Background: an optimization exercise with open tools, aiming at small area and few clock cycles. Do not read the settings as production practice.
Where RTL was checked, it was by simulation tests only, not by an equivalence proof against the original.
No functional check of the RTL was part of run 1.
Power is estimated from default activity; no workload was simulated.

[design/flow/design.v]
package bst_pkg;
  localparam int unsigned OFFSET_BITS_DEF = 24;
  localparam int unsigned LINE_BITS_DEF   = 20;
  localparam int unsigned COLUMN_BITS_DEF = 16;
  localparam int unsigned QUEUE_DEPTH     = 2;
  localparam int unsigned KIND_W = 5;
  localparam int unsigned IVAL_W = 31;
  localparam int unsigned NKW    = 10;
  localparam logic [4:0] KIND_INT    = 5'd26;
  localparam logic [4:0] KIND_STRING = 5'd27;
  localparam logic [4:0] KIND_IDENT  = 5'd29;
  localparam logic [4:0] KIND_EOF    = 5'd30;
  localparam logic [4:0] KIND_ERROR  = 5'd31;
  localparam logic [4:0] KIND_LPAREN = 5'd0;
  localparam logic [4:0] KIND_RPAREN = 5'd1;
  localparam logic [4:0] KIND_COLON  = 5'd17;
  localparam logic [1:0] ERR_UNTERM = 2'd1;
  localparam logic [1:0] ERR_BANG   = 2'd2;
  localparam logic [1:0] ERR_SYMBOL = 2'd3;
  function automatic logic [2:0] kw_len(input logic [3:0] k);
    case (k)
      4'd0, 4'd3, 4'd4, 4'd9: kw_len = 3'd4;
      4'd1:                   kw_len = 3'd5;
      4'd2:                   kw_len = 3'd2;
      default:                kw_len = 3'd3;
    endcase
  endfunction
  function automatic logic [4:0] kw_kind(input logic [3:0] k);
    kw_kind = (k <= 4'd1) ? 5'd28 : 5'd16 + 5'(k);
  endfunction
  function automatic logic [7:0] kw_char(input logic [3:0] k, input logic [2:0] i);
    logic [39:0] txt;
    case (k)
      4'd0:    txt = "true ";
      4'd1:    txt = "false";
      4'd2:    txt = "if   ";
      4'd3:    txt = "else ";
      4'd4:    txt = "then ";
      4'd5:    txt = "end  ";
      4'd6:    txt = "not  ";
      4'd7:    txt = "var  ";
      4'd8:    txt = "int  ";
      default: txt = "bool ";
    endcase
    case (i)
      3'd0:    kw_char = txt[39:32];
      3'd1:    kw_char = txt[31:24];
      3'd2:    kw_char = txt[23:16];
      3'd3:    kw_char = txt[15:8];
      default: kw_char = txt[7:0];
    endcase
  endfunction
endpackage
module byte_stream_tokenizer (
  input  logic         clk_i,
  input  logic         rst_ni,
  input  logic         s_axis_tvalid,
  output logic         s_axis_tready,
  input  logic [7:0]   s_axis_tdata,
  output logic         m_axis_tvalid,
  input  logic         m_axis_tready,
  output logic [127:0] m_axis_tdata,
  output logic [4:0]   m_axis_tuser,
  output logic         m_axis_tlast
);
  localparam logic [2:0] M_IDLE = 3'd0, M_WORD = 3'd1, M_NUM = 3'd2, M_STR = 3'd3,
                         M_OP = 3'd4, M_HALT = 3'd5;
  logic [2:0]  mode_q, mode_d;
  logic        rep_q;                    
  logic [7:0]  pb_q;                     
  logic [23:0] so_q;                     
  logic [23:0] wl_q;                     
  logic [6:0]  vh_q;
  logic        sat_q, ddone_q;
  assign vh_q    = so_q[6:0];
  assign sat_q   = so_q[7];
  assign ddone_q = so_q[8];
  logic [19:0] sl_q, cl_q;
  logic [15:0] sc_q, cc_q;
  logic [23:0] co_q;
  logic [7:0]  c;
  logic        ev, fire, init_q, zap;
  logic        is_space, is_digit, is_alpha, is_wordch, is_single, is_opch, is_q, is_z, is_nl;
  logic        is_eq, pb_bang, b_class;
  logic        m_idle, m_word, m_num, m_str, m_op, m_halt;
  logic        word_end, num_end, str_z, str_q, str_cont, op_eq, op_bang, op_single;
  logic        tok_a, tok_b, run_idle, split, start, cons, clr, halt_set, num_acc;
  assign ev   = rep_q || s_axis_tvalid;
  assign c    = rep_q ? pb_q : s_axis_tdata;
  assign fire = ev && m_axis_tready && !init_q;
  assign s_axis_tready = m_axis_tready && !rep_q && !init_q;
  assign is_space  = (c == " ") || (c >= 8'd9 && c <= 8'd13);
  assign is_nl     = (c == 8'd10);
  assign is_digit  = (c >= "0") && (c <= "9");
  assign is_alpha  = (c >= "a" && c <= "z") || (c >= "A" && c <= "Z");
  assign is_wordch = is_alpha || is_digit || (c == "_");
  assign is_single = (c == "(") || (c == ")") || (c == ":");
  assign is_opch   = (c == "=") || (c == "!") || (c == "<") || (c == ">") ||
                     (c == "+") || (c == "-") || (c == "*") || (c == "/");
  assign is_q      = (c == "\"");
  assign is_z      = (c == 8'd0);
  assign is_eq     = (c == "=");
  assign pb_bang   = !pb_q[4] && !pb_q[3];    
  assign b_class   = !(is_space || is_alpha || is_digit || is_opch || is_q);
  assign m_idle = (mode_q == M_IDLE);
  assign m_word = (mode_q == M_WORD);
  assign m_num  = (mode_q == M_NUM);
  assign m_str  = (mode_q == M_STR);
  assign m_op   = (mode_q == M_OP);
  assign m_halt = (mode_q == M_HALT);
  assign word_end  = m_word && !is_wordch;
  assign num_end   = m_num && !is_wordch;
  assign str_z     = m_str && is_z;
  assign str_q     = m_str && is_q;
  assign str_cont  = m_str && !is_z && !is_q;
  assign op_eq     = m_op && is_eq;
  assign op_bang   = m_op && !is_eq && pb_bang;
  assign op_single = m_op && !is_eq && !pb_bang;
  assign tok_a     = word_end || num_end || str_z || str_q || m_op;
  assign run_idle  = m_idle || word_end || num_end || op_single;
  assign tok_b     = run_idle && b_class;
  assign split     = tok_a && tok_b;
  assign start     = run_idle && !is_space && !b_class;
  assign num_acc   = m_num && is_digit && !ddone_q;
  assign cons      = (m_word && is_wordch) || (m_num && is_wordch) || str_q || str_cont || op_eq ||
                     (run_idle && (is_space || start || (is_single && !tok_a)));
  assign clr       = (m_halt && is_z) || str_z || (op_bang && is_z) || (run_idle && is_z && !tok_a);
  assign halt_set  = (op_bang && !is_z) || (run_idle && b_class && !is_single && !is_z && !tok_a);
  always_comb begin
    if (m_halt && !is_z) mode_d = M_HALT;
    else if (halt_set)   mode_d = M_HALT;
    else if (start) begin
      if (is_q)          mode_d = M_STR;
      else if (is_digit) mode_d = M_NUM;
      else if (is_alpha) mode_d = M_WORD;
      else               mode_d = M_OP;
    end
    else if (m_word && is_wordch) mode_d = M_WORD;
    else if (m_num && is_wordch)  mode_d = M_NUM;
    else if (str_cont)            mode_d = M_STR;
    else                          mode_d = M_IDLE;
  end
  logic cc_sat, cl_sat, co_sat, cc_ci, cl_ci, co_ci, cc_zero, wl_sat;
  logic [15:0] cc_n;
  logic [19:0] cl_n;
  logic [23:0] co_n;
  assign cc_sat  = &cc_q;
  assign cl_sat  = &cl_q;
  assign co_sat  = &co_q;
  assign wl_sat  = &wl_q;
  assign cc_ci   = fire && cons && !is_nl && !cc_sat;
  assign cl_ci   = fire && cons && is_nl && !cl_sat;
  assign co_ci   = fire && cons && !co_sat;
  assign zap     = init_q || (fire && clr);
  assign cc_zero = zap || (fire && cons && is_nl);
  logic [16:0] cc_cy;
  logic [20:0] cl_cy;
  logic [24:0] co_cy, wl_cy;
  logic [23:0] wl_inc;
  always_comb begin
    for (int i = 0; i < 16; i++) begin
      cc_cy[i] = (i % 8 == 0) ? (cc_ci & ((i == 0) ? 1'b1 : &cc_q[7:0])) : cc_cy[i-1] & cc_q[i-1];
      cc_n[i] = (cc_q[i] ^ cc_cy[i]) & !cc_zero;
    end
    for (int i = 0; i < 20; i++) begin
      cl_cy[i] = (i == 0) ? cl_ci : (i == 8) ? (cl_ci & (&cl_q[7:0])) :
                 (i == 16) ? (cl_ci & (&cl_q[15:0])) : cl_cy[i-1] & cl_q[i-1];
      cl_n[i] = (cl_q[i] ^ cl_cy[i]) & !zap;
    end
    for (int i = 0; i < 24; i++) begin
      co_cy[i] = (i == 0) ? co_ci : (i == 8) ? (co_ci & (&co_q[7:0])) :
                 (i == 16) ? (co_ci & (&co_q[15:0])) : co_cy[i-1] & co_q[i-1];
      co_n[i] = (co_q[i] ^ co_cy[i]) & !zap;
      wl_cy[i] = (i == 0) ? 1'b1 : (i == 8) ? (&wl_q[7:0]) :
                 (i == 16) ? (&wl_q[15:0]) : wl_cy[i-1] & wl_q[i-1];
      wl_inc[i] = wl_q[i] ^ wl_cy[i];
    end
  end
  logic [30:0] val, mx, my, msum;
  logic [31:0] mcy;
  logic        nsat, big, eqk;
  assign val = {vh_q, wl_q};
  function automatic logic blk_start(input int i);
    blk_start = (i == 5 || i == 11 || i == 17 || i == 23 || i == 28);
  endfunction
  always_comb begin
    logic [30:0] p, s0;
    logic [31:0] c0, t;
    logic        cb, pb;
    mx = {val[27:0], (c[3] ? 3'd7 : c[2:0])};
    my = {val[29:0], c[3]};
    p = mx ^ my;
    mcy = '0;
    c0[0] = c[3] & c[0];
    for (int i = 0; i < 5; i++) begin
      msum[i] = p[i] ^ c0[i];
      c0[i+1] = (mx[i] & my[i]) | (c0[i] & p[i]);
    end
    cb = c0[5];
    t = '0;
    pb = 1'b1;
    for (int i = 5; i < 31; i++) begin
      if (blk_start(i) && i != 5) cb = c0[i] | (pb & cb);
      if (blk_start(i)) begin
        c0[i] = 1'b0; t[i] = cb; pb = 1'b1;
      end
      s0[i] = p[i] ^ c0[i];
      c0[i+1] = (mx[i] & my[i]) | (c0[i] & p[i]);
      t[i+1] = t[i] & p[i];
      msum[i] = s0[i] ^ t[i];
      pb = pb & p[i];
    end
  end
  localparam logic [30:0] K = 31'd214748364;
  always_comb begin
    big = 1'b0; eqk = 1'b1;
    for (int i = 30; i >= 0; i--) begin
      if (K[i]) begin
        eqk = eqk & val[i];
      end else begin
        big = big | (eqk & val[i]);
        eqk = eqk & !val[i];
      end
    end
    nsat = big || (eqk && c[3]);
  end
  function automatic logic [7:0] kwc(input int k, input int p);
    logic [39:0] txt;
    case (k)
      0: txt = "true ";  1: txt = "false"; 2: txt = "if   "; 3: txt = "else ";
      4: txt = "then ";  5: txt = "end  "; 6: txt = "not  "; 7: txt = "var  ";
      8: txt = "int  ";  default: txt = "bool ";
    endcase
    kwc = txt[39 - 8 * p -: 8];
  endfunction
  function automatic int kidx(input int g, input int j);
    case (g)
      1: kidx = (j == 0) ? 0 : 4;      
      2: kidx = (j == 0) ? 1 : -1;     
      3: kidx = (j == 0) ? 2 : 8;      
      4: kidx = (j == 0) ? 3 : 5;      
      5: kidx = (j == 0) ? 6 : -1;     
      6: kidx = (j == 0) ? 7 : -1;     
      7: kidx = (j == 0) ? 9 : -1;     
      default: kidx = -1;
    endcase
  endfunction
  logic [4:0] kw_first, kw_next;
  logic [9:0] kw_hit;
  always_comb begin
    kw_first = '0;
    kw_next = '0;
    kw_hit = '0;
    kw_next[2:0] = pb_q[2:0];
    for (int g = 1; g < 8; g++) begin
      if (c == kwc(kidx(g, 0), 0)) begin
        kw_first[2:0] = 3'(g);
        kw_first[3] = 1'b1;
        kw_first[4] = (kidx(g, 1) >= 0);
      end
      for (int j = 0; j < 2; j++) begin
        if (kidx(g, j) >= 0) begin
          for (int p = 1; p < bst_pkg::kw_len(4'(kidx(g, j))); p++) begin
            if (pb_q[2:0] == 3'(g) && wl_q[2:0] == 3'(p) && c == kwc(kidx(g, j), p))
              kw_next[3 + j] = pb_q[3 + j];
          end
          if (pb_q[2:0] == 3'(g) && pb_q[3 + j] && wl_q[2:0] == bst_pkg::kw_len(4'(kidx(g, j))))
            kw_hit[kidx(g, j)] = 1'b1;
        end
      end
    end
  end
  function automatic logic [4:0] op_kind(input logic [7:0] s, input logic eq);
    logic [4:0] k;
    if (s[4]) begin
      case (s[1:0])
        2'b01:   k = 5'd2;      
        2'b00:   k = 5'd5;      
        default: k = 5'd7;      
      endcase
    end else begin
      if (!s[3])     k = 5'd3;        
      else if (!s[2]) k = s[0] ? 5'd9 : 5'd13;     
      else            k = s[1] ? 5'd15 : 5'd11;    
    end
    op_kind = k + 5'(eq);
  endfunction
  logic [4:0]  kind_a, kind_b;
  logic        true_a, offl_a, int_a, err_b;
  logic [1:0]  err_a;
  always_comb begin
    kind_a = bst_pkg::KIND_IDENT; true_a = 1'b0; offl_a = 1'b0; int_a = 1'b0; err_a = 2'd0;
    if (m_word) begin
      offl_a = 1'b1;
      for (int k = 9; k >= 0; k--) begin
        if (kw_hit[k]) begin
          kind_a = bst_pkg::kw_kind(4'(k));
          true_a = (k == 0);
          offl_a = 1'b0;
        end
      end
    end else if (m_num) begin
      kind_a = bst_pkg::KIND_INT;
      int_a = 1'b1;
    end else if (m_str) begin
      if (is_z) begin
        kind_a = bst_pkg::KIND_ERROR;
        err_a = bst_pkg::ERR_UNTERM;
      end else begin
        kind_a = bst_pkg::KIND_STRING;
        offl_a = 1'b1;
      end
    end else if (op_bang) begin
      kind_a = bst_pkg::KIND_ERROR;
      err_a = bst_pkg::ERR_BANG;
    end else begin
      kind_a = op_kind(pb_q, is_eq);
    end
    err_b = 1'b0;
    if (c == "(")      kind_b = bst_pkg::KIND_LPAREN;
    else if (c == ")") kind_b = bst_pkg::KIND_RPAREN;
    else if (c == ":") kind_b = bst_pkg::KIND_COLON;
    else if (is_z)     kind_b = bst_pkg::KIND_EOF;
    else begin
      kind_b = bst_pkg::KIND_ERROR;
      err_b = 1'b1;
    end
  end
  assign m_axis_tvalid = ev && !init_q && (tok_a || tok_b);
  assign m_axis_tlast  = !split;
  assign m_axis_tuser  = tok_a ? kind_a : kind_b;
  assign m_axis_tdata  = {2'b00,
                          tok_a ? (op_bang ? 8'h21 : 8'h00) : (err_b ? c : 8'h00),
                          tok_a ? err_a : (err_b ? bst_pkg::ERR_SYMBOL : 2'd0),
                          sc_q,
                          sl_q,
                          offl_a ? wl_q : 24'd0,
                          offl_a ? so_q : 24'd0,
                          int_a & sat_q,
                          int_a ? val : {30'd0, true_a}};
  always_ff @(posedge clk_i or negedge rst_ni) begin
    if (!rst_ni) begin
      mode_q <= M_IDLE; rep_q <= 1'b0; init_q <= 1'b1;
    end else begin
      init_q <= 1'b0;
      if (fire) begin
        mode_q <= mode_d; rep_q <= split;
      end
    end
  end
  always_ff @(posedge clk_i) begin
    cl_q <= cl_n; cc_q <= cc_n; co_q <= co_n;
    if (init_q || (fire && !(((m_word || m_num) && is_wordch) || str_cont))) begin
      sl_q <= cl_n;
      sc_q <= (start && !init_q) ? cc_q : cc_n;
    end
    if (fire && (run_idle || m_word)) begin
      pb_q[7:5] <= c[7:5];
      pb_q[4:0] <= (m_word && is_wordch) ? kw_next : is_alpha ? kw_first : c[4:0];
    end
    if (fire && start) begin
      so_q[23:9] <= is_q ? co_n[23:9] : co_q[23:9];
    end
    if (fire && (start || num_acc)) begin
      so_q[7:0] <= start ? (is_digit ? 8'd0 : is_q ? co_n[7:0] : co_q[7:0]) :
                   {nsat, msum[30:24] | {7{nsat}}};
    end
    if (fire && (start || (m_num && is_wordch && !is_digit))) begin
      so_q[8] <= start ? (!is_digit && (is_q ? co_n[8] : co_q[8])) : 1'b1;
    end
    if (fire && (start || (((m_word && is_wordch) || str_cont) && !wl_sat) || num_acc)) begin
      wl_q <= start ? {20'd0, is_digit ? c[3:0] : {3'd0, is_alpha}} :
              m_num ? (msum[23:0] | {24{nsat}}) : wl_inc;
    end
  end
endmodule
[design/flow/flow/run.sh]
#!/bin/bash
# Layout flow: the standard flow, with the port buffers made from the
# smallest buffer cell and a clock tree of smaller buffers without dummy loads.
set -e
export BUFFER_PORTS_ARGS="-buffer_cell sky130_fd_sc_hd__buf_1"
export CTS_ARGS="-sink_clustering_enable -repair_clock_nets -dont_use_dummy_load -buf_list sky130_fd_sc_hd__clkbuf_8 -sink_clustering_size 30 -sink_buffer_max_cap_derate 1.0"
bash standard.sh > standard.log 2>&1
[design/flow/standard.sh]
#!/bin/bash
# synth_recipe.tcl (not shown) runs the flow's synth.tcl, then flattens the netlist and writes it again
# the make line also repeats each setting of config.mk as NAME=value (left out here)
make -C /OpenROAD-flow-scripts/flow DESIGN_CONFIG=/design/flow/config.mk WORK_HOME=/design/flow/orfs CLKGATE_MAP_FILE= SYNTH_SCRIPT=/design/flow/synth_recipe.tcl "${@:-finish}"
[design/flow/config.mk]
export PLATFORM = sky130hd
export DESIGN_NAME = byte_stream_tokenizer
export DESIGN_NICKNAME = byte_stream_tokenizer
export VERILOG_FILES = /design/flow/design.v
export SDC_FILE = /design/flow/constraint.sdc
export NUM_CORES = 4
export LEC_CHECK = 0
export ABC_AREA = 1
export CAP_MARGIN = 20
export CORE_MARGIN = 2
export CORE_UTILIZATION = 40
export SLEW_MARGIN = 20
[design/flow/constraint.sdc]
create_clock -name core_clock -period 6.0 [get_ports {clk_i}]
set_input_delay 1.2000 -clock core_clock [delete_from_list [all_inputs] [get_ports {clk_i}]]
set_output_delay 1.2000 -clock core_clock [all_outputs]
set_load 0.01 [all_outputs]
==> run summary, run 1 <==
Req. time, crit path=roughly 6300 ps; GRT Total Usage=19.8%; CP arrival=5250 ps; layout net count=1586; Synth Area in Compound Gates=just under 8%; internal power=between 1.5 and 2 mW; Root Driver=clkbuf_8; EDFF count, synth=slightly above 90; Slew @ Worst Pin=between 900 and 1000 ps; xor and xnor fraction of the mapped netlist area=around 2.4%; Reg clk slew, reported paths=approximately 80 ps; HP Class=reg2reg; ys async rst share=~3.2%; status=finished clean; Cell Pwr Density=approximately 240 mW/mm2; Reg power frac=between 40% and 50%; sequential area share after synthesis=a little under two fifths; port bufs=~150; # placed instances=between 1500 and 2000; LEAKAGE=5.22 nW; synthesized area=roughly 0.011 mm2; post-synthesis mux area share=0%; fin. max-slew vios=0; CTS H-tree depth=4; Slew headroom=34.1%; largest net degree at the start of global routing=46; Ports=148; P_sw=approximately 1.1 mW; switching fraction of total power=between 30% and 40%; Yosys warning count=1; crit-path most repeated cell=ha_1; CTS tree=yes; Core ar.=between 0.02 and 0.03 mm2; vias per inst=5.12; Cell Chain, Critical Path=inv_2 -> nand2_1 -> nand2_2 -> nor2_4 -> inv_1 -> nor2_1 -> nand2_1 -> nand2_1 -> nand2_1 -> nor2_1 -> nand2_2 -> nand2_1 -> a211oi_1 -> ha_1 -> ha_1 -> ha_1 -> ha_1 -> ha_1 -> ha_1 -> ha_1 -> or2_2 -> a21oi_1 -> nand2_1 -> o21ai_0; GRT overflow=0; top-count cell post-synth=nand2_1; DRT antenna net count=0; top cell type's share of synthesized area=25.7%; final wirelength=roughly 27 mm; DRT Pass-1 Iters=5; CP peak stage delay=720 ps; HPWL Detailed=roughly 20 mm; TritonCTS buffer count=17; period utilization=~83%; Synth Area per Inst=8.23 um2; Max FO, Critical Path=15; DRT iter0 DRCs=roughly 600; Logic pwr share=35.5%; Post-CTS Hold Fix Bufs=0; Max Freq=roughly 200 MHz; setup TNS=0 ps; Fill cells=between 2000 and 3000; die width=around 170 um; largest family of logic cells by synthesized area=simple AND/OR/NAND/NOR gates; number of global-route vias before repair=between 8000 and 9000; Worst path slowest cell=dfrtp_1; initial antenna violation count=0; Die Ht=approximately 170 um; Yosys top cell by area=edfxtp_1; worst vdd ir=about 0.14 mV; min Tclk post-route=4990 ps; Die ar.=around 0.028 mm2; adder-cell share of the synthesized area=between 10% and 20%; final RePlAce weighted congestion=slightly above 0.9; Setup crit start kind=flop; synthesized flop and latch total=between 150 and 200; Post-Synthesis Cells=between 1000 and 1500; CTS Buffer Depth=2; Area growth, synth to finish=9.98%; max cap viols=0; first-pass GRT wire length=around 45 mm; Setup-failing EPs final=0; post-synthesis simple-gate area fraction=between 20% and 30%; critical path class=reg2reg; Post-CTS Setup Bufs=0; RSZ-0062 raised after global routing=no; crit end category=flop; Initial Utilization=41.0%; CTS Sinks=approximately 160; std cell rows=59; Hold WS=roughly 520 ps; cts repair resizes=0; top cells by count, synth=nand2_1, nor2_1, inv_1; clk latency of the worst-skew pair=about 470 ps; Synth cell types=63; Final Skew=~37 ps; detailed-route via count=9096; Non-Filler Instances=about 1800; clock share of power=a little over a fifth; ys flop type=edfxtp_1; WL/cell=approximately 15 um; ANT cells=0; share of post-route cells with drive strength above 1=6.94%; top cells by area, synth=edfxtp_1, ha_1, dfxtp_1; DRC violations left=0; final hold violation count=0
-- per-layer routing --
layer,share of wire [%],track usage (%),wire [um]
met3,4.9,3.60,1340
met4,2.2,6.39,609
met2,46,32.4,12600
met1,47,26.6,12900
met5,0,0,0
-- final timing paths --
check	startpoint	endpoint	slack [ps]	cells after the start
max	rep_q	so_q[15]	1010	24
min	cc_q[15]	cc_q[15]	520	2
max reg2reg	rep_q	so_q[15]	1010	24
min reg2reg	cc_q[15]	cc_q[15]	520	2
max in group asynchronous	rst_ni	init_q	5040	1
min in group asynchronous	rst_ni	rep_q	640	1
-- power groups by stage --
stage | clock (mW) | sequential, mW | combinational (mW)
floorplan | 0 | 1.28 | 0.717
global placement | 0 | 1.29 | 1.02
detailed placement | 0 | 1.29 | 1.02
CTS | 0.619 | 1.26 | 1.03
global route | 0.657 | 1.27 | 1.14
finish | 0.601 | 1.26 | 1.02
-- cell type report --
cell class                 count  area (um2)  area share [%]
tap                          335         419            3.55
multi-input combinational    920        5740            48.5
sequential                   157        4090            34.6
inverter                     192         726            6.14
timing repair buffer         154         612            5.18
clock buffer                  17         234            1.98
-- state kept, by name, summed over array words and instances (netlist names) --
signal	flops
rep_q	1
cl_q	20
co_q	24
wl_q	24
so_q	24
mode_q	3
pb_q	8
init_q	1
sc_q	16
sl_q	20
cc_q	16
-- cells by family after synthesis --
family | Yosys count
other | 1
DFF | 157
adders and majority gates | 132
xor gates and xnor gates | 30
AOI/OAI and AO/OA | 145
buffers and inverters | 230
and+or+nand+nor | 610
-- per-stage QoR --
| step | worst slack, ps | cell area (um2) | power (mW) | util, % |
|---|---|---|---|---|
| floorplan | 823 | 10800 | 2.00 | - |
| CTS | 1060 | 11800 | 2.91 | 45.1 |
| detailed placement | 685 | 11600 | 2.31 | 44.2 |
| global route | 506 | 11800 | 3.07 | 45.1 |
| finish | 1010 | 11800 | 2.89 | 45.1 |
| global placement | 804 | 11600 | 2.30 | 44.2 |
-- layout by cell type (no fill, tap or decap), types with 3 or more instances in the layout --
cell type and count:
nand2_1 219, nor2_1 211, inv_1 181, buf_1 145
ha_1 108, edfxtp_1 92, o21ai_0 68, dfxtp_1 60
nand3_1 44, nand4_1 42, a21oi_1 25, fa_1 24
nor3_1 22, xor2_1 17, clkbuf_8 17, nand2_2 16
nor2_2 15, xnor2_1 13, a31oi_1 12, or2_2 11
buf_4 9, inv_2 8, nor4_1 8, o22ai_1 6
o21ai_1 6, nor2_4 5, o211ai_1 5, dfrtp_1 4
nand3_2 3, nand2_4 3, conb_1 3
-- worst max-delay path: cells and delay by family (launching register included) --
family,cells,cell delay (ps)
compound gates,3,340
fa+ha+maj,7,1330
buf+inv,2,270
flops,1,720
simple gates,12,2140
==> run 2, diff against run 1 <==
--- a/design/flow/design.v
+++ b/design/flow/design.v
@@ -82,2 +82,4 @@
   logic        ev, fire, init_q, zap;
+  logic        ibv_q;                    
+  logic [7:0]  ib_q;
   logic        is_space, is_digit, is_alpha, is_wordch, is_single, is_opch, is_q, is_z, is_nl;
@@ -87,6 +89,6 @@
   logic        tok_a, tok_b, run_idle, split, start, cons, clr, halt_set, num_acc;
-  assign ev   = rep_q || s_axis_tvalid;
-  assign c    = rep_q ? pb_q : s_axis_tdata;
+  assign ev   = rep_q || ibv_q;
+  assign c    = rep_q ? pb_q : ib_q;
   assign fire = ev && m_axis_tready && !init_q;
-  assign s_axis_tready = m_axis_tready && !rep_q && !init_q;
+  assign s_axis_tready = !ibv_q || (m_axis_tready && !rep_q && !init_q);
   assign is_space  = (c == " ") || (c >= 8'd9 && c <= 8'd13);
@@ -342,5 +344,10 @@
     if (!rst_ni) begin
-      mode_q <= M_IDLE; rep_q <= 1'b0; init_q <= 1'b1;
+      mode_q <= M_IDLE; rep_q <= 1'b0; init_q <= 1'b1; ibv_q <= 1'b0;
     end else begin
       init_q <= 1'b0;
+      if (s_axis_tvalid && s_axis_tready) begin
+        ibv_q <= 1'b1;
+      end else if (fire && !rep_q) begin
+        ibv_q <= 1'b0;
+      end
       if (fire) begin
@@ -350,3 +357,8 @@
   end
+  logic so_track;
+  assign so_track = init_q || (fire && !((start && is_alpha) || (m_word && is_wordch) || str_cont));
   always_ff @(posedge clk_i) begin
+    if (s_axis_tvalid && s_axis_tready) begin
+      ib_q <= s_axis_tdata;
+    end
     cl_q <= cl_n; cc_q <= cc_n; co_q <= co_n;
@@ -360,11 +372,10 @@
     end
-    if (fire && start) begin
-      so_q[23:9] <= is_q ? co_n[23:9] : co_q[23:9];
+    if (so_track) begin
+      so_q[23:9] <= co_n[23:9];
     end
-    if (fire && (start || num_acc)) begin
-      so_q[7:0] <= start ? (is_digit ? 8'd0 : is_q ? co_n[7:0] : co_q[7:0]) :
-                   {nsat, msum[30:24] | {7{nsat}}};
+    if ((so_track && !(m_num && is_wordch)) || (fire && ((start && is_digit) || num_acc))) begin
+      so_q[7:0] <= (start && is_digit) ? 8'd0 : (m_num && is_wordch) ? {nsat, msum[30:24] | {7{nsat}}} : co_n[7:0];
     end
-    if (fire && (start || (m_num && is_wordch && !is_digit))) begin
-      so_q[8] <= start ? (!is_digit && (is_q ? co_n[8] : co_q[8])) : 1'b1;
+    if ((so_track && !(m_num && is_wordch)) || (fire && ((start && is_digit) || (m_num && is_wordch && !is_digit)))) begin
+      so_q[8] <= (start && is_digit) ? 1'b0 : (m_num && is_wordch) ? 1'b1 : co_n[8];
     end
==> design/flow/flow/run.sh (replaced) <==
#!/bin/bash
# Layout flow: the standard flow, with the port buffers made from the
# smallest buffer cell and a clock tree of smaller buffers without dummy loads.
set -e
export BUFFER_PORTS_ARGS="-buffer_cell sky130_fd_sc_hd__buf_1"
export CTS_ARGS="-sink_clustering_enable -repair_clock_nets -dont_use_dummy_load -buf_list sky130_fd_sc_hd__clkbuf_8"
bash standard.sh > standard.log 2>&1
==> run 2 against run 1 <==
Effect of this change:
- largest cell class unchanged
- highest routed layer unchanged
- die area grew 1.2%
- still clean on timing, DRC and antenna
- first-iteration DRC count fell by 5.7%
- global-route usage shrank 0.82 points
- clock-buffer cell count stayed put
- non-clock buffer count up 1
- area after synthesis up 1.3%
- register-to-register slack hardly changed
- synthesized cell count decreased by 2.1%
- critical path type unchanged
- total power rose by 23%
- sequential share of layout area increased by 1.7 points
==> run summary, run 2 <==
adder-cell share of the synthesized area=16.8% (-0.22 points); final wirelength=26.8 mm (-2.3%); HPWL Detailed=20.3 mm (-1.5%); vias per inst=5.05 (-1.5%); CTS Sinks=166 (+5.7%); top-count cell post-synth=nor2_1; largest family of logic cells by synthesized area=simple AND/OR/NAND/NOR gates; die width=169 um (+0.62%); Initial Utilization=40.6% (-0.40 points); Yosys warning count=1 (unchanged); top cells by count, synth=nor2_1, inv_1, nand2_1; period utilization=83.2% (+0.086 points); Cell Pwr Density=295 mW/mm2 (+21%); cts repair resizes=0 (unchanged); DRC violations left=0 (unchanged); Slew @ Worst Pin=1070 ps (+89.1 ps); Placement Setup Slack=981 ps (+296 ps); Req. time, crit path=6280 ps (+20 ps); multi-input logic area=0.00558 mm2 (-2.8%); HP Class=reg2reg; Synth Area in Compound Gates=6.69% (-1.3 points); TritonCTS buffer count=17 (unchanged); CTS Buffer Depth=2 (unchanged); std cell rows=60 (+1.7%); share of post-route cells with drive strength above 1=7.42% (+0.48 points); ANT cells=0 (unchanged); clk latency of the worst-skew pair=450 ps (-20 ps); GRT overflow=0 (unchanged); Max FO, Critical Path=19 (+4); setup TNS=0 ps (unchanged); Area growth, synth to finish=10.1%; CTS tree=yes; Setup crit start kind=flop; number of global-route vias before repair=8299 (-6.5%); final setup margin=1010 ps (-5.18 ps); max cap viols=0 (unchanged); DRT Pass-1 Iters=5 (unchanged); post-synthesis simple-gate area fraction=24.5% (-0.94 points); final hold violation count=0 (unchanged); worst vdd ir=0.168 mV (+21%); top cells by area, synth=edfxtp_1, ha_1, dfxtp_1; post-synthesis mux area share=0% (unchanged); xor and xnor fraction of the mapped netlist area=2.74% (+0.29 points); fin. max-slew vios=0 (unchanged); sequential area share after synthesis=40.0% (+2.0 points); synthesized flop and latch total=166 (+5.7%); first-pass GRT wire length=43.1 mm (-3.9%); Ports=148 (unchanged); Post-Synthesis Cells=1278 (-2.1%); Post-CTS Hold Fix Bufs=0 (unchanged); Setup-failing EPs final=0 (unchanged); r2r setup slk=1010 ps (about the same); Die ar.=0.0285 mm2 (+1.2%); CTS H-tree depth=4 (unchanged); Root Driver=clkbuf_8; critical path class=reg2reg; RSZ-0062 raised after global routing=no; final RePlAce weighted congestion=0.949 (+4.6%); layout net count=1561 (-1.6%); DRT iter0 DRCs=564 (-5.7%); crit end category=flop; Core ar.=0.0268 mm2 (+2.3%); GRT Total Usage=19.0% (-0.82 points); EDFF count, synth=100 (+8.7%); Post-CTS Setup Bufs=0 (unchanged); Slew headroom=28.0% (-6.1 points); initial antenna violation count=0 (unchanged); top cell type's share of synthesized area=27.6% (+1.9 points); detailed-route via count=8867 (-2.5%); most frequent cells in the layout=nor2_1, inv_1, nand2_1; min Tclk post-route=4990 ps (+5.18 ps); CP arrival=5270 ps (+20 ps); synthesized area=0.0109 mm2 (+1.3%); Synth Area per Inst=8.51 um2 (+3.4%); Fill cells=2741 (+3.8%); status=finished clean; Reg clk slew, reported paths=80 ps (about the same); Final Skew=40.9 ps (+3.82 ps); port bufs=145 (unchanged); Max Freq=200 MHz (-0.10%); DRT antenna net count=0 (unchanged); register area=0.00436 mm2 (+6.5%); commonest non-fill, non-tap cell in the layout=nor2_1; largest net degree at the start of global routing=52 (+13%); ys async rst share=3.61% (+0.43 points); LEAKAGE=5.35 nW (+2.5%); ys flop type=edfxtp_1; Yosys top cell by area=edfxtp_1; WL/cell=15.3 um (-1.2%); Die Ht=169 um (+0.62%); Synth cell types=60 (-4.8%); Top Registers=co_q: 24 flops, so_q: 24 flops, wl_q: 24 flops
## run 2: area by class of cell
type                       count  area share, %
tap                          341           3.56
clock buffer                  17           1.95
sequential                   166           36.3
multi-input combinational    872           46.5
timing repair buffer         155           5.17
inverter                     205           6.45
## run 2: path summary, 6_finish.rpt
kind,start,endpoint,depth (start not counted)
max,rep_q,sc_q[7],24
min,cc_q[15],cc_q[15],2
max reg2reg,rep_q,sc_q[7],24
min reg2reg,cc_q[15],cc_q[15],2
max in group asynchronous,rst_ni,init_q,1
min in group asynchronous,rst_ni,ibv_q,1
## run 2: metal layers
metal,vias up,global-route usage (%),routed length [um]
met4,0,4.80,341
met2,228,31.1,12300
met1,4175,26.5,13100
met3,24,2.71,1160
met5,-,0,0
li1,4440,-,-
## run 2: through the flow
step / total power, mW / hold slack, ps / util [%] / instance area (um2) / instances
2_1_floorplan: 2.52 / 485 / - / 10900 / 1280
3_3_place_gp: 2.94 / 517 / 43.8 / 11800 / 1739
3_5_place_dp: 2.95 / 518 / 43.8 / 11800 / 1739
4_1_cts: 3.56 / 529 / 44.7 / 12000 / 1756
5_1_grt: 3.79 / 574 / 44.7 / 12000 / 1756
6_report: 3.54 / 526 / 44.7 / 12000 / 1756
## run 2: logic make-up (layout without fill, tap and decap cells)
family	count (synthesis)	count (layout)
xor+xnor	34	34
other cells	1	3
fa+ha+maj	132	132
compound gates	126	126
simple gates	577	577
flops	166	166
buf+inv	242	377
## run 2: power by group
| part | leakage [nW] | total (mW) | internal [mW] | switching, mW |
|---|---|---|---|---|
| logic | 3.67 | 1.51 | 0.451 | 1.05 |
| registers | 1.55 | 1.43 | 1.33 | 0.0931 |
| clock network | 0.122 | 0.606 | 0.251 | 0.355 |
| total | 5.35 | 3.54 | 2.04 | 1.50 |
## run 2: worst max-delay path, cell delays in order, from the launching register on
cell,delay [ps]
dfrtp_1,720
inv_2,240
nand2_1,110
nand2_1,330
nor2_8,290
nand3_1,140
nand3_4,170
nand3_1,130
nand2_1,290
nand2_1,120
nor2_1,140
nand2_2,90
nand2_1,150
nor3_1,70
ha_1,230
ha_1,180
ha_1,180
ha_1,180
ha_1,190
ha_1,180
ha_1,180
or2_2,300
nand2_1,60
nand4_1,90
nand2_1,80
Testbench counts of run 2, summed over its fixed seeds: cycles 48,226.
==> run 3, diff against run 2 <==
--- a/design/flow/design.v
+++ b/design/flow/design.v
@@ -68,3 +68,2 @@
   logic [2:0]  mode_q, mode_d;
-  logic        rep_q;                    
   logic [7:0]  pb_q;                     
@@ -89,6 +88,6 @@
   logic        tok_a, tok_b, run_idle, split, start, cons, clr, halt_set, num_acc;
-  assign ev   = rep_q || ibv_q;
-  assign c    = rep_q ? pb_q : ib_q;
+  assign ev   = ibv_q;
+  assign c    = ib_q;
   assign fire = ev && m_axis_tready && !init_q;
-  assign s_axis_tready = !ibv_q || (m_axis_tready && !rep_q && !init_q);
+  assign s_axis_tready = !ibv_q || (m_axis_tready && !init_q && !split);
   assign is_space  = (c == " ") || (c >= 8'd9 && c <= 8'd13);
@@ -344,3 +343,3 @@
     if (!rst_ni) begin
-      mode_q <= M_IDLE; rep_q <= 1'b0; init_q <= 1'b1; ibv_q <= 1'b0;
+      mode_q <= M_IDLE; init_q <= 1'b1; ibv_q <= 1'b0;
     end else begin
@@ -349,3 +348,3 @@
         ibv_q <= 1'b1;
-      end else if (fire && !rep_q) begin
+      end else if (fire && !split) begin
         ibv_q <= 1'b0;
@@ -353,3 +352,3 @@
       if (fire) begin
-        mode_q <= mode_d; rep_q <= split;
+        mode_q <= mode_d;
       end
--- a/design/flow/config.mk
+++ b/design/flow/config.mk
@@ -10,3 +10,4 @@
 export CORE_MARGIN = 2
-export CORE_UTILIZATION = 40
+export CORE_UTILIZATION = 65
+export PLACE_DENSITY = 0.75
 export SLEW_MARGIN = 20
==> run 3 against run 2 <==
Effect of this change:
- cell count is 8.0% lower
- global-route usage grew 9.3 points
- register-to-register slack improved by 350 ps
- largest power group is now registers
- routed wire length decreased by 11%
- critical endpoint is now so_q[7]
- critical path type unchanged
- via count fell by 1.2%
==> run summary, run 3 <==
commonest non-fill, non-tap cell in the layout=nor2_1; RSZ-0062 raised after global routing=no; Max FO, Critical Path=15 (-4); Synth Area in Compound Gates=5.42% (-1.3 points); max cap viols=0 (unchanged); DRC violations left=0 (unchanged); CTS H-tree depth=4 (unchanged); min Tclk post-route=4640 ps (-350 ps); Setup crit start kind=flop; Slew @ Worst Pin=969 ps (-103 ps); LEAKAGE=5.23 nW (-2.2%); Die Ht=131 um (-22%); synthesized flop and latch total=162 (-2.4%); port bufs=145 (unchanged); HP Class=reg2reg; sequential area share after synthesis=40.2% (+0.20 points); final RePlAce weighted congestion=0.973 (+2.5%); hold path startpoint=co_q[7]; Max Freq=215 MHz (+7.5%); Req. time, crit path=6150 ps (-130 ps); synthesized area=0.0105 mm2 (-3.1%); Worst path slowest cell=edfxtp_1; post-synthesis mux area share=0% (unchanged); Root Driver=clkbuf_8; crit path from=ib_q[3]; Post-Synthesis Cells=1267 (-0.86%); top cell type's share of synthesized area=27.6% (+0.036 points); largest net degree at the start of global routing=49 (-5.8%); layout net count=1547 (-0.90%); Reg clk slew, reported paths=70 ps (about the same); adder-cell share of the synthesized area=17.5% (+0.66 points); CTS tree=yes; ys flop type=edfxtp_1; std cell rows=46 (-23%); crit end category=flop; Yosys warning count=1 (unchanged); CP arrival=4790 ps (-480 ps); WL/cell=14.8 um (-3.1%); final hold violation count=0 (unchanged); Synth cell types=50 (-17%); die width=131 um (-22%); clk latency of the worst-skew pair=460 ps (about the same); Area growth, synth to finish=9.16%; DRT iter0 DRCs=627 (+11%); Post-CTS Setup Bufs=0 (unchanged); Initial Utilization=66.4% (+26 points); Slew headroom=34.9% (+6.9 points); DRT antenna net count=0 (unchanged); design area=0.0115 mm2 (-4.0%); TritonCTS buffer count=17 (unchanged); worst vdd ir=0.324 mV (+93%); CTS Sinks=162 (-2.4%); Synth Area per Inst=8.32 um2 (-2.3%); Post-CTS Hold Fix Bufs=0 (unchanged); detailed-route via count=8765 (-1.2%); CTS Buffer Depth=2 (unchanged); top cells by count, synth=nor2_1, inv_1, nand2_1; top cells by area, synth=edfxtp_1, ha_1, dfxtp_1; final wirelength=23.9 mm (-11%); GRT overflow=0 (unchanged); setup TNS=0 ps (unchanged); ys async rst share=3.09% (-0.53 points); Ports=148 (unchanged); DRT Pass-1 Iters=6 (+1); most frequent cells in the layout=nor2_1, inv_1, nand2_1; share of post-route cells with drive strength above 1=5.21% (-2.2 points); HPWL Detailed=18.0 mm (-11%); Core ar.=0.0159 mm2 (-41%); first-pass GRT wire length=40.1 mm (-7.1%); Area after DPL=0.0112 mm2 (-4.5%); Yosys top cell by area=edfxtp_1; top-count cell post-synth=nor2_1; largest family of logic cells by synthesized area=simple AND/OR/NAND/NOR gates; GRT Total Usage=28.2% (+9.3 points); CP peak stage delay=630 ps (-90 ps); Top Registers=co_q: 24 flops, so_q: 24 flops, wl_q: 24 flops; xor and xnor fraction of the mapped netlist area=2.49% (-0.24 points); Cell Pwr Density=234 mW/mm2 (-21%); Final Skew=32.4 ps (-8.50 ps); critical path class=reg2reg; cts repair resizes=0 (unchanged); vias per inst=5.42 (+7.4%); number of global-route vias before repair=8465 (+2.0%); fin. max-slew vios=0 (unchanged); Die ar.=0.0173 mm2 (-40%); post-synthesis simple-gate area fraction=24.6% (about the same); Setup-failing EPs final=0 (unchanged); ANT cells=0 (unchanged); status=finished clean; period utilization=77.4% (-5.8 points); Reg2Reg Launch Point=ib_q[3]; initial antenna violation count=0 (unchanged); EDFF count, synth=97 (-3.0%)
[run 3: cell count changes after synthesis, sizes merged, moves of 4 or more]
cell and delta:
o21ai -30, or2 +10, nor3 +6, a31oi -8, nor2 -15, nand4 -7
inv +13, o22ai +4, o211ai +12, clkbuf -4, a21oi -6, nand3 +23
[run 3: path summary, 6_finish.rpt]
check	endpoint	slack (ps)	depth (start not counted)
max reg2reg	so_q[7]	1360	26
min reg2reg	co_q[7]	520	2
min	co_q[7]	520	2
min in group asynchronous	ibv_q	600	1
max in group asynchronous	init_q	5120	1
max	so_q[7]	1360	26
[run 3: worst max-delay path: cells and delay by family, from the launching register on]
kind	cells	cell delay, ps
fa+ha+maj	7	1250
simple gates	14	2110
compound gates	2	130
buf+inv	3	210
flops	1	630
[run 3: per-stage QoR]
step                      instances  worst slack (ps)  total power [mW]  hold slack (ps)  utilization [%]
after global routing           1616               994              2.83              557             72.4
after floorplan                1269              1520              1.86              471                -
after detailed placement       1597              1440              2.10              509             70.6
after CTS                      1614              1280              2.68              517             72.1
final                          1616              1360              2.70              523             72.4
after global placement         1597              1560              2.09              491             70.6
[run 3: metal layers]
metal,track usage [%],vias up,part of all wire (%)
met3,4.59,33,5.9
met1,38.1,4046,44
met5,0,-,0
met2,47.3,324,48
met4,8.33,0,1.8
li1,-,4362,-
[run 3: logic make-up (layout without fill, tap and decap cells)]
| group | count (synthesis) | in the layout |
|---|---|---|
| buffers and inverters | 255 | 386 |
| adder cells (fa/ha/maj) | 133 | 133 |
| XOR/XNOR | 30 | 30 |
| flip-flops | 162 | 162 |
| AND/OR/NAND/NOR | 590 | 590 |
| AO/OA/AOI/OAI | 96 | 96 |
| other | 1 | 3 |
[run 3: final cells by class]
class,instances,area (um2)
Multi-Input combinational cell,852,5320
Fill cell,1257,4380
Sequential cell,162,4240
Inverter,220,827
Timing Repair Buffer,149,614
Tap cell,216,270
Clock buffer,17,234
[run 3: report_power, final]
part	switching (mW)	total, mW	internal [mW]
sequential	0.0476	1.29	1.24
combinational	0.561	0.812	0.250
clock	0.342	0.592	0.250
total	0.950	2.70	1.75
Testbench counts of run 3, summed over its fixed seeds: cycles 48,226.
==> run 4, diff against run 3 <==
--- a/design/flow/config.mk
+++ b/design/flow/config.mk
@@ -7,7 +7,5 @@
 export LEC_CHECK = 0
-export ABC_AREA = 1
 export CAP_MARGIN = 20
 export CORE_MARGIN = 2
-export CORE_UTILIZATION = 65
-export PLACE_DENSITY = 0.75
+export CORE_UTILIZATION = 40
 export SLEW_MARGIN = 20
==> run 4 against run 3 <==
Effect of this change:
- clock-buffer cell count did not move
- area after synthesis fell by 0.61%
- fmax fell by 8.1%
- routed wire length rose by 5.3%
- core utilization fell by 28 points
- register-to-register slack got worse by 410 ps
- sequential power rose by 4%
- synthesized cell count fell by 17%
- clock power rose by 2%
- global-route usage fell by 9.8 points
- clock skew rose by 20 ps
- critical path type unchanged
- critical endpoint is now sl_q[15]
- largest power group unchanged
==> run summary, run 4 <==
status=finished clean; multi-input logic area=0.00588 mm2 (+10%); worst vdd ir=0.144 mV (-56%); std cell rows=59 (+28%); max cap viols=0 (unchanged); ys async rst share=3.09% (unchanged); Die Ht=166 um (+26%); Synth Area per Inst=9.99 um2 (+20%); Top Registers=co_q: 24 flops, so_q: 24 flops, wl_q: 24 flops; LEAKAGE=4.79 nW (-8.5%); largest family of logic cells by synthesized area=simple AND/OR/NAND/NOR gates; Final Skew=52.5 ps (+20.1 ps); Post-CTS Hold Fix Bufs=0 (unchanged); top cells by count, synth=nor2_1, ha_1, edfxtp_1; setup TNS=0 ps (unchanged); layout net count=1318 (-15%); first-pass GRT wire length=41.7 mm (+4.0%); RSZ-0062 raised after global routing=no; adder-cell share of the synthesized area=17.6% (+0.11 points); Reg clk slew, reported paths=80 ps (about the same); post-synthesis mux area share=1.79% (+1.8 points); Initial Utilization=40.4% (-26 points); largest net degree at the start of global routing=62 (+27%); commonest non-fill, non-tap cell in the layout=buf_1; number of global-route vias before repair=7928 (-6.3%); critical path class=reg2reg; crit-path most repeated cell=ha_1; ANT cells=0 (unchanged); Synth Area in Compound Gates=9.84% (+4.4 points); EDFF count, synth=97 (unchanged); Placement Setup Slack=933 ps (-508 ps); die width=166 um (+26%); initial antenna violation count=0 (unchanged); synthesized flop and latch total=162 (unchanged); top cell type's share of synthesized area=27.8% (+0.17 points); Max Freq=198 MHz (-8.1%); Synth cell types=80 (+60%); design area=0.0116 mm2 (+0.55%); Max FO, Critical Path=24 (+9); Fill cells=2544 (+100%); Slew headroom=39.8% (+4.9 points); CTS tree=yes; Req. time, crit path=6190 ps (+40 ps); Area growth, synth to finish=10.4%; detailed-route via count=8095 (-7.6%); synthesized area=0.0105 mm2 (-0.61%); ys flop type=edfxtp_1; DRT Pass-1 Iters=5 (-1); CP arrival=5250 ps (+460 ps); Core ar.=0.0259 mm2 (+63%); Yosys top cell by area=edfxtp_1; Post-CTS Setup Bufs=0 (unchanged); Worst path slowest cell=edfxtp_1; fin util=44.7% (-28 points); clk latency of the worst-skew pair=480 ps (+20 ps); CTS H-tree depth=4 (unchanged); Die ar.=0.0275 mm2 (+59%); final hold violation count=0 (unchanged); port bufs=145 (unchanged); period utilization=84.2% (+6.8 points); crit end category=flop; DRT antenna net count=0 (unchanged); GRT Total Usage=18.5% (-9.8 points); Setup crit start kind=flop; final wirelength=25.2 mm (+5.3%); CTS Sinks=162 (unchanged); Root Driver=clkbuf_8; post-synthesis simple-gate area fraction=23.3% (-1.2 points); cts repair resizes=0 (unchanged); vias per inst=5.38 (-0.90%); Crit path buffers/inverters=0 (-3); min Tclk post-route=5050 ps (+410 ps); final RePlAce weighted congestion=0.900 (-7.5%); HPWL Detailed=18.1 mm (+0.65%); DRT iter0 DRCs=608 (-3.0%); CP peak stage delay=710 ps (+80 ps); most frequent cells in the layout=buf_1, nor2_1, ha_1; Yosys warning count=1 (unchanged); Post-Synthesis Cells=1049 (-17%); Setup-failing EPs final=0 (unchanged); final setup margin=946 ps (-410 ps); top-count cell post-synth=nor2_1; xor and xnor fraction of the mapped netlist area=2.93% (+0.43 points); TritonCTS buffer count=17 (unchanged); GRT overflow=0 (unchanged); CP top delay family=compound AO/OA/AOI/OAI gates; sequential area share after synthesis=40.5% (+0.24 points); Area after DPL=0.0113 mm2 (+0.96%); fin. max-slew vios=0 (unchanged); CTS Buffer Depth=2 (unchanged); Ports=148 (unchanged); WL/cell=16.7 um (+13%); top cells by area, synth=edfxtp_1, ha_1, dfxtp_1; share of post-route cells with drive strength above 1=6.32% (+1.1 points); Slew @ Worst Pin=904 ps (-65.5 ps); DRC violations left=0 (unchanged); register area=0.00424 mm2 (unchanged); HP Class=reg2reg; Cell Pwr Density=248 mW/mm2 (+6.0%); Cell Chain, Critical Path=or4_4 -> o221ai_2 -> nand3_1 -> a221oi_1 -> a211o_1 -> a21oi_1 -> nor2b_1 -> ha_1 -> ha_1 -> ha_1 -> ha_1 -> ha_1 -> ha_1 -> ha_1 -> xor2_1 -> and2_1
-- run 4: changes by cell type in the layout (fill, tap and decap cells not counted), sizes merged, moves of 10 or more --
cell,delta
and2,+55
and3,+30
buf,+10
inv,-176
mux2,+14
nand2,-124
nand3,-49
nand4,-17
nor2,-113
nor2b,+43
nor3,+25
or2,-10
-- run 4: cell families after synthesis --
group | count (synthesis)
buffers and inverters | 96
other | 1
and+or+nand+nor | 456
AOI/OAI and AO/OA | 149
DFF | 162
adders and majority gates | 133
xor gates and xnor gates | 35
muxes | 17
-- run 4: worst paths after layout --
path	from	endpoint	slack (ps)	cells after the start
worst max-delay path	ib_q[1]	sl_q[15]	950	16
worst min-delay path	cc_q[7]	cc_q[7]	590	2
min in group asynchronous	rst_ni	mode_q[0]	670	1
worst max register to register	ib_q[1]	sl_q[15]	950	16
worst min register to register	cc_q[7]	cc_q[7]	590	2
max in group asynchronous	rst_ni	init_q	5010	1
-- run 4: stage by stage --
stage | instances | total power [mW] | hold WS, ps
floorplan | 1051 | 1.98 | 540
global placement | 1489 | 2.28 | 579
detailed placement | 1489 | 2.29 | 581
CTS | 1506 | 2.90 | 592
global route | 1506 | 3.05 | 631
finish | 1506 | 2.87 | 591
-- run 4: worst min-delay path, cell delays in order (launching register included) --
cell     delay, ps
dfxtp_1        360
xnor2_1        160
nor2_1          30
-- run 4: area by class of cell --
class / count / share of cell area (%)
multi-input combinational: 793 / 50.8
sequential: 162 / 36.6
timing repair buffer: 159 / 5.61
tap: 335 / 3.62
clock buffer: 17 / 2.02
inverter: 40 / 1.30
-- run 4: power breakdown --
part	total, mW	switching (mW)	internal (mW)
clock network	0.605	0.354	0.251
logic	0.931	0.618	0.313
registers	1.34	0.0824	1.26
total	2.87	1.05	1.82
-- run 4: per-layer routing --
metal	share of wire, %	track usage (%)	vias up
li1	-	-	3978
met1	47	26.2	3814
met2	45	29.6	278
met3	5.7	2.88	25
met4	1.6	4.91	0
met5	0	0	-
==> run 5, diff against run 4 <==
--- a/design/flow/config.mk
+++ b/design/flow/config.mk
@@ -7,2 +7,3 @@
 export LEC_CHECK = 0
+export ABC_AREA = 1
 export CAP_MARGIN = 20
==> run 5 against run 4 <==
Effect of this change:
- clock power is 2% lower
- sequential power is 4% lower
- largest cell class unchanged
- combinational power is 13% lower
- critical path type unchanged
- cell count is 15% higher
- register-to-register slack better by 370 ps
- clock-buffer cell count stayed put
- non-clock buffer count is 10 lower
==> run summary, run 5 <==
Reg clk slew, reported paths=80 ps (about the same); port bufs=145 (unchanged); Post-CTS Hold Fix Bufs=0 (unchanged); Area growth, synth to finish=10.2%; largest net degree at the start of global routing=49 (-21%); GRT Total Usage=18.7% (+0.23 points); TritonCTS buffer count=17 (unchanged); CTS H-tree depth=4 (unchanged); Non-Filler Instances=1735 (+15%); ANT cells=0 (unchanged); vias per inst=4.97 (-7.5%); crit end category=flop; Synth cell types=50 (-38%); Req. time, crit path=6150 ps (-40 ps); first-pass GRT wire length=42.2 mm (+1.2%); DRC violations left=0 (unchanged); layout net count=1547 (+17%); Cell Pwr Density=232 mW/mm2 (-6.5%); std cell rows=59 (unchanged); critical path class=reg2reg; ys async rst share=3.09% (unchanged); GRT overflow=0 (unchanged); sequential area share after synthesis=40.2% (-0.24 points); initial antenna violation count=0 (unchanged); Post-CTS Setup Bufs=0 (unchanged); synthesized area=0.0105 mm2 (+0.61%); Initial Utilization=40.6% (+0.13 points); hold path startpoint=cc_q[15]; Max Freq=214 MHz (+8.0%); DRT antenna net count=0 (unchanged); min Tclk post-route=4680 ps (-373 ps); Die Ht=166 um (+0.30%); DRT iter0 DRCs=496 (-18%); Area after DPL=0.0114 mm2 (+0.50%); number of global-route vias before repair=8330 (+5.1%); LEAKAGE=5.21 nW (+8.9%); final hold violation count=0 (unchanged); CTS Sinks=162 (unchanged); Core ar.=0.0260 mm2 (+0.28%); HPWL Detailed=18.9 mm (+4.5%); setup TNS=0 ps (unchanged); WL/cell=14.5 um (-13%); commonest non-fill, non-tap cell in the layout=nor2_1; ys flop type=edfxtp_1; top cells by count, synth=nor2_1, inv_1, nand2_1; RSZ-0062 raised after global routing=no; crit path from=ib_q[3]; top cell type's share of synthesized area=27.6% (-0.17 points); Worst path slowest cell=edfxtp_1; HP Class=reg2reg; DRT Pass-1 Iters=7 (+2); EDFF count, synth=97 (unchanged); # placed instances=1718 (+15%); Root Driver=clkbuf_8; Slew @ Worst Pin=919 ps (+15.3 ps); Crit path buffers/inverters=3 (+3); max cap viols=0 (unchanged); Slew headroom=38.7% (-1.0 points); CP top delay family=simple AND/OR/NAND/NOR gates; final wirelength=25.2 mm (+0.15%); worst vdd ir=0.135 mV (-6.0%); Max FO, Critical Path=15 (-38%); detailed-route via count=8631 (+6.6%); clk latency of the worst-skew pair=450 ps (-30 ps); top cells by area, synth=edfxtp_1, ha_1, dfxtp_1; CTS tree=yes; design area=0.0116 mm2 (+0.39%); die width=166 um (+0.30%); Post-Synthesis Cells=1267 (+21%); status=finished clean; Setup crit start kind=flop; synthesized flop and latch total=162 (unchanged); top-count cell post-synth=nor2_1; Setup-failing EPs final=0 (unchanged); Die ar.=0.0277 mm2 (+0.59%); Final Skew=32.7 ps (-19.9 ps); Synth Area per Inst=8.32 um2 (-17%); Top Registers=co_q: 24 flops, so_q: 24 flops, wl_q: 24 flops; CP peak stage delay=630 ps (-80 ps); CTS Buffer Depth=2 (unchanged); Yosys top cell by area=edfxtp_1; Reg2Reg Launch Point=ib_q[3]; cts repair resizes=0 (unchanged); share of post-route cells with drive strength above 1=5.21% (-1.1 points); period utilization=78.0% (-6.2 points); CP arrival=4830 ps (-420 ps); most frequent cells in the layout=nor2_1, inv_1, nand2_1; Ports=148 (unchanged); Yosys warning count=1 (unchanged); fin. max-slew vios=0 (unchanged); final RePlAce weighted congestion=0.928 (+3.2%)
==> run 5: cell count changes after synthesis, moves of 10 or more <==
cell and delta:
nor2_1 +109, and2_1 -55, nor2b_1 -43, nand2_1 +114, and3_1 -24, mux2_2 -14
inv_2 +10, clkbuf_1 -27, inv_1 +166, nand3_1 +48, nor3_1 -26, or2_2 +11
nand4_1 +17
==> run 5: path summary, 6_finish.rpt <==
| path | depth (start not counted) | end | slack, ps |
|---|---|---|---|
| max in group asynchronous | 1 | init_q | 5040 |
| min in group asynchronous | 1 | ibv_q | 640 |
| setup reg to reg | 26 | so_q[7] | 1320 |
| setup / recovery | 26 | so_q[7] | 1320 |
| hold reg to reg | 2 | cc_q[15] | 530 |
| hold / removal | 2 | cc_q[15] | 530 |
==> run 5: per-layer routing <==
layer  track usage, %  share of wire (%)  vias up
met5                0                  0        -
met4             4.35                1.2        0
met3             2.93                5.5       21
met2             29.7                 44      249
met1             26.9                 49     3996
li1                 -                  -     4365
==> run 5: cells by family after synthesis <==
kind of cell | synth area share [%]
buf+inv | 9.77
flops | 40.2
other cells | 0.0356
fa+ha+maj | 17.5
simple gates | 24.6
xor+xnor | 2.49
compound gates | 5.42
==> run 5: power breakdown <==
group	internal [mW]	leakage (nW)	switching, mW
combinational	0.234	3.58	0.576
sequential	1.24	1.51	0.0476
clock	0.251	0.122	0.344
==> run 5: cell type report <==
class | count | area, um2
Fill cell | 2656 | 14400
Multi-Input combinational cell | 852 | 5320
Sequential cell | 162 | 4240
Inverter | 220 | 827
Timing Repair Buffer | 149 | 574
Tap cell | 335 | 419
Clock buffer | 17 | 234
==> run 5: through the flow <==
step	worst slack [ps]	total power, mW	utilization [%]	hold slack [ps]
global placement	1450	2.13	43.8	507
CTS	1300	2.72	44.7	526
floorplan	1520	1.86	-	471
finish	1320	2.70	44.7	530
global route	880	2.86	44.7	556
detailed placement	1350	2.12	43.8	513
==> run 5: tightest hold or removal path, cell delays in order (launching register included) <==
cell and delay (ps):
dfxtp_1 330, nand2_1 90, a21oi_1 70
==> run 6, diff against run 5 <==
==> design/flow/run.sh (new file) <==
#!/bin/bash
# synth_recipe.tcl (not shown) runs the flow's synth.tcl, then flattens the netlist and writes it again
# the make line also repeats each setting of config.mk as NAME=value (left out here)
make -C /OpenROAD-flow-scripts/flow DESIGN_CONFIG=/design/flow/config.mk WORK_HOME=/design/flow/orfs CLKGATE_MAP_FILE= SYNTH_SCRIPT=/design/flow/synth_recipe.tcl finish
--- a/design/flow/config.mk
+++ b/design/flow/config.mk
@@ -7,3 +7,2 @@
 export LEC_CHECK = 0
-export ABC_AREA = 1
 export CAP_MARGIN = 20
removed: design/flow/flow/run.sh
removed: design/flow/standard.sh
==> run 6 against run 5 <==
Effect of this change:
- still clean on timing, DRC and antenna
- sequential share of layout area down 3.5 points
- die area down 0.59%
- clock power up 87%
- critical path type is now reg2out
- critical endpoint is now s_axis_tready
==> run summary, run 6 <==
status=finished clean; sequential area share after synthesis=40.5% (+0.24 points); CTS Buffer Depth=2 (unchanged); top cell type's share of synthesized area=27.8% (+0.17 points); ANT cells=0 (unchanged); GRT Total Usage=18.7% (about the same); Initial Utilization=40.4% (-0.13 points); worst vdd ir=0.176 mV (+31%); fin util=49.6% (+4.9 points); clock share of power=31.1% (+9.0 points); Synth cell types=80 (+60%); Die Ht=166 um (-0.29%); period utilization=87.5% (+9.4 points); Yosys top cell by area=edfxtp_1; ys flop type=edfxtp_1; share of post-route cells with drive strength above 1=7.35% (+2.1 points); Final Skew=24.0 ps (-8.73 ps); Top Registers=co_q: 24 flops, so_q: 24 flops, wl_q: 24 flops; ys async rst share=3.09% (unchanged); Die ar.=0.0275 mm2 (-0.59%); layout net count=1316 (-15%); top cells by count, synth=nor2_1, ha_1, edfxtp_1; EDFF count, synth=97 (unchanged); DRT antenna net count=0 (unchanged); Post-Synthesis Cells=1049 (-17%); Slew headroom=31.7% (-7.0 points); LEAKAGE=5.30 nW (+1.7%); TritonCTS buffer count=17 (unchanged); DRC violations left=0 (unchanged); Placement Setup Slack=940 ps (-410 ps); final RePlAce weighted congestion=0.921 (-0.75%); Req. time, crit path=4800 ps (-1350 ps); CTS H-tree depth=4 (unchanged); Setup-failing EPs final=0 (unchanged); crit end category=primary output; WL/cell=16.8 um (+15%); final wirelength=25.5 mm (+0.95%); Slew @ Worst Pin=1020 ps (+104 ps); critical path class=reg2out; final hold violation count=0 (unchanged); port bufs=145 (unchanged); number of global-route vias before repair=8095 (-2.8%); CTS tree=yes; Reg power frac=37.7% (-10 points); DRT Pass-1 Iters=5 (-2); detailed-route via count=8135 (-5.7%); Cell Pwr Density=278 mW/mm2 (+20%); internal power=2.34 mW (+35%); final setup margin=753 ps (-566 ps); P_sw=1.24 mW (+28%); Area growth, synth to finish=22.7%; top-count cell post-synth=nor2_1; Root Driver=clkbuf_16; Post-CTS Setup Bufs=0 (unchanged); CP peak stage delay=710 ps (+80 ps); first-pass GRT wire length=42.3 mm (+0.26%); die width=166 um (-0.29%); RSZ-0062 raised after global routing=no; synthesized flop and latch total=162 (unchanged); GRT overflow=0 (unchanged); min Tclk post-route=5250 ps (+566 ps); vias per inst=5.36 (+7.7%); hold path startpoint=cc_q[7]; std cell rows=59 (unchanged); Cell Chain, Critical Path=or4_4 -> o221ai_2 -> nand2_1 -> a211oi_1 -> o21ai_0 -> a31o_2 -> clkdlybuf4s50_1; Post-CTS Hold Fix Bufs=0 (unchanged); setup TNS=0 ps (unchanged); CP arrival=4050 ps (-780 ps); synthesized area=0.0105 mm2 (-0.61%); Area after DPL=0.0122 mm2 (+7.4%); HP Class=reg2reg; Max FO, Critical Path=23 (+8); top cells by area, synth=edfxtp_1, ha_1, dfxtp_1; clk latency of the worst-skew pair=440 ps (about the same); most frequent cells in the layout=clkdlybuf4s50_1, nor2_1, ha_1; design area=0.0129 mm2 (+11%); largest net degree at the start of global routing=49 (unchanged); HPWL Detailed=18.7 mm (-1.6%); Logic pwr share=31.3% (+1.3 points); max cap viols=0 (unchanged); commonest non-fill, non-tap cell in the layout=clkdlybuf4s50_1; Setup crit start kind=flop; fin. max-slew vios=0 (unchanged); CTS Sinks=162 (unchanged); Worst path slowest cell=edfxtp_1; Yosys warning count=1 (unchanged); Max Freq=191 MHz (-11%); Synth Area per Inst=9.99 um2 (+20%); cts repair resizes=0 (unchanged); initial antenna violation count=0 (unchanged); crit path from=ib_q[2]; Hold WS=597 ps (+66.5 ps); switching fraction of total power=34.6% (-1.3 points); Reg clk slew, reported paths=80 ps (about the same); Reg2Reg Launch Point=ib_q[2]; Core ar.=0.0259 mm2 (-0.28%); DRT iter0 DRCs=470 (-5.2%); Ports=148 (unchanged)
==> run 6: cell count changes after synthesis, moves of 11 or more <==
cell,change
and2_1,+55
and3_1,+24
clkbuf_1,+27
inv_1,-166
mux2_2,+14
nand2_1,-114
nand3_1,-48
nand4_1,-17
nor2_1,-109
nor2b_1,+43
nor3_1,+26
or2_2,-11
==> run 6: worst paths after layout <==
check                                 to  slack (ps)  cells past startpoint
hold / removal                   cc_q[7]         600                      2
setup reg to reg                sc_q[14]         900                     16
hold reg to reg                  cc_q[7]         600                      2
min in group asynchronous          ibv_q        1010                      1
setup / recovery           s_axis_tready         750                      7
max in group asynchronous         init_q        4700                      1
==> run 6: power by group through the flow <==
stage | sequential (mW) | combinational, mW | clock (mW)
2_1_floorplan | 1.33 | 0.654 | 0
3_3_place_gp | 1.37 | 1.12 | 0
3_5_place_dp | 1.37 | 1.12 | 0
4_1_cts | 1.35 | 1.13 | 1.14
5_1_grt | 1.36 | 1.22 | 1.17
6_report | 1.35 | 1.12 | 1.11
==> run 6: cell type report <==
| class | instances | area (um2) |
|---|---|---|
| Timing Repair Buffer | 157 | 1540 |
| Sequential cell | 162 | 4240 |
| Fill cell | 2415 | 13100 |
| Tap cell | 335 | 419 |
| Clock inverter | 15 | 206 |
| Multi-Input combinational cell | 793 | 5870 |
| Inverter | 40 | 150 |
| Clock buffer | 17 | 425 |
==> run 6: stage by stage <==
step                      power (mW)  cells
after global placement          2.49   1487
after detailed placement        2.49   1487
after floorplan                 1.98   1051
after CTS                       3.61   1519
after global routing            3.76   1519
final                           3.57   1519
==> run 6: worst max-delay path: cells and delay by family, from the launching register on <==
kind                   cells  cell delay, ps
and+or+nand+nor            2             820
buffers and inverters      1             490
AOI/OAI and AO/OA          4            1580
DFF                        1             710
==> run 6: cells by family (layout without fill, tap and decap cells) <==
family                   Yosys count  count (layout)  share of synthesized area (%)
buffers and inverters             96             229                           4.02
XOR/XNOR                          35              35                           2.93
flip-flops                       162             162                           40.5
other                              1               3                         0.0358
adder cells (fa/ha/maj)          133             133                           17.6
multiplexers                      17              17                           1.79
AO/OA/AOI/OAI                    149             149                           9.84
AND/OR/NAND/NOR                  456             456                           23.3
==> run 6: routing by layer <==
layer / vias up / global-route usage (%) / routed length, um
met5: - / 0 / 0
met4: 0 / 5.10 / 324
met3: 22 / 3.29 / 1350
met2: 233 / 29.2 / 11200
met1: 3876 / 26.9 / 12600
li1: 4004 / - / -

-- what the ideal ports hide --
How much do the figures lean on ideal ports? The routed layouts below were timed once more, with nothing changed but the port constraints.
Step 1, drivers: a clkbuf_16 drives clk_i and a buf_2 each remaining input, both assumed.
Step 2, shift: input delay + t, output delay - t, t = (earliest + latest rising clock arrival at the registers) / 2. This alone moves slack from input paths to output paths.
Slacks: no drivers / after step 1 / after step 2; pairs: no drivers / after step 1.
| run | shift t [ns] | setup slack, ns | hold slack, ns |
|---|---|---|---|
| run 1 | 0.494 | 1.011 / 1.011 / 0.640 | 0.522 / 0.522 / 0.522 |
| run 2 | 0.467 | 1.006 / 0.971 / 1.006 | 0.526 / 0.526 / 0.526 |
| run 3 | 0.480 | 1.356 / 1.356 / 1.356 | 0.523 / 0.523 / 0.523 |
| run 4 | 0.491 | 0.946 / 0.946 / 0.946 | 0.591 / 0.591 / 0.591 |
| run 5 | 0.473 | 1.319 / 1.319 / 1.319 | 0.530 / 0.530 / 0.530 |
| run 6 | 0.477 | 0.753 / 0.707 / 0.904 | 0.597 / 0.597 / 0.597 |
After both steps setup and hold are still met in every run listed. For run 1, which loses most, drivers alone change the setup slack by 0.000 ns; drivers and shift together by -0.371 ns.
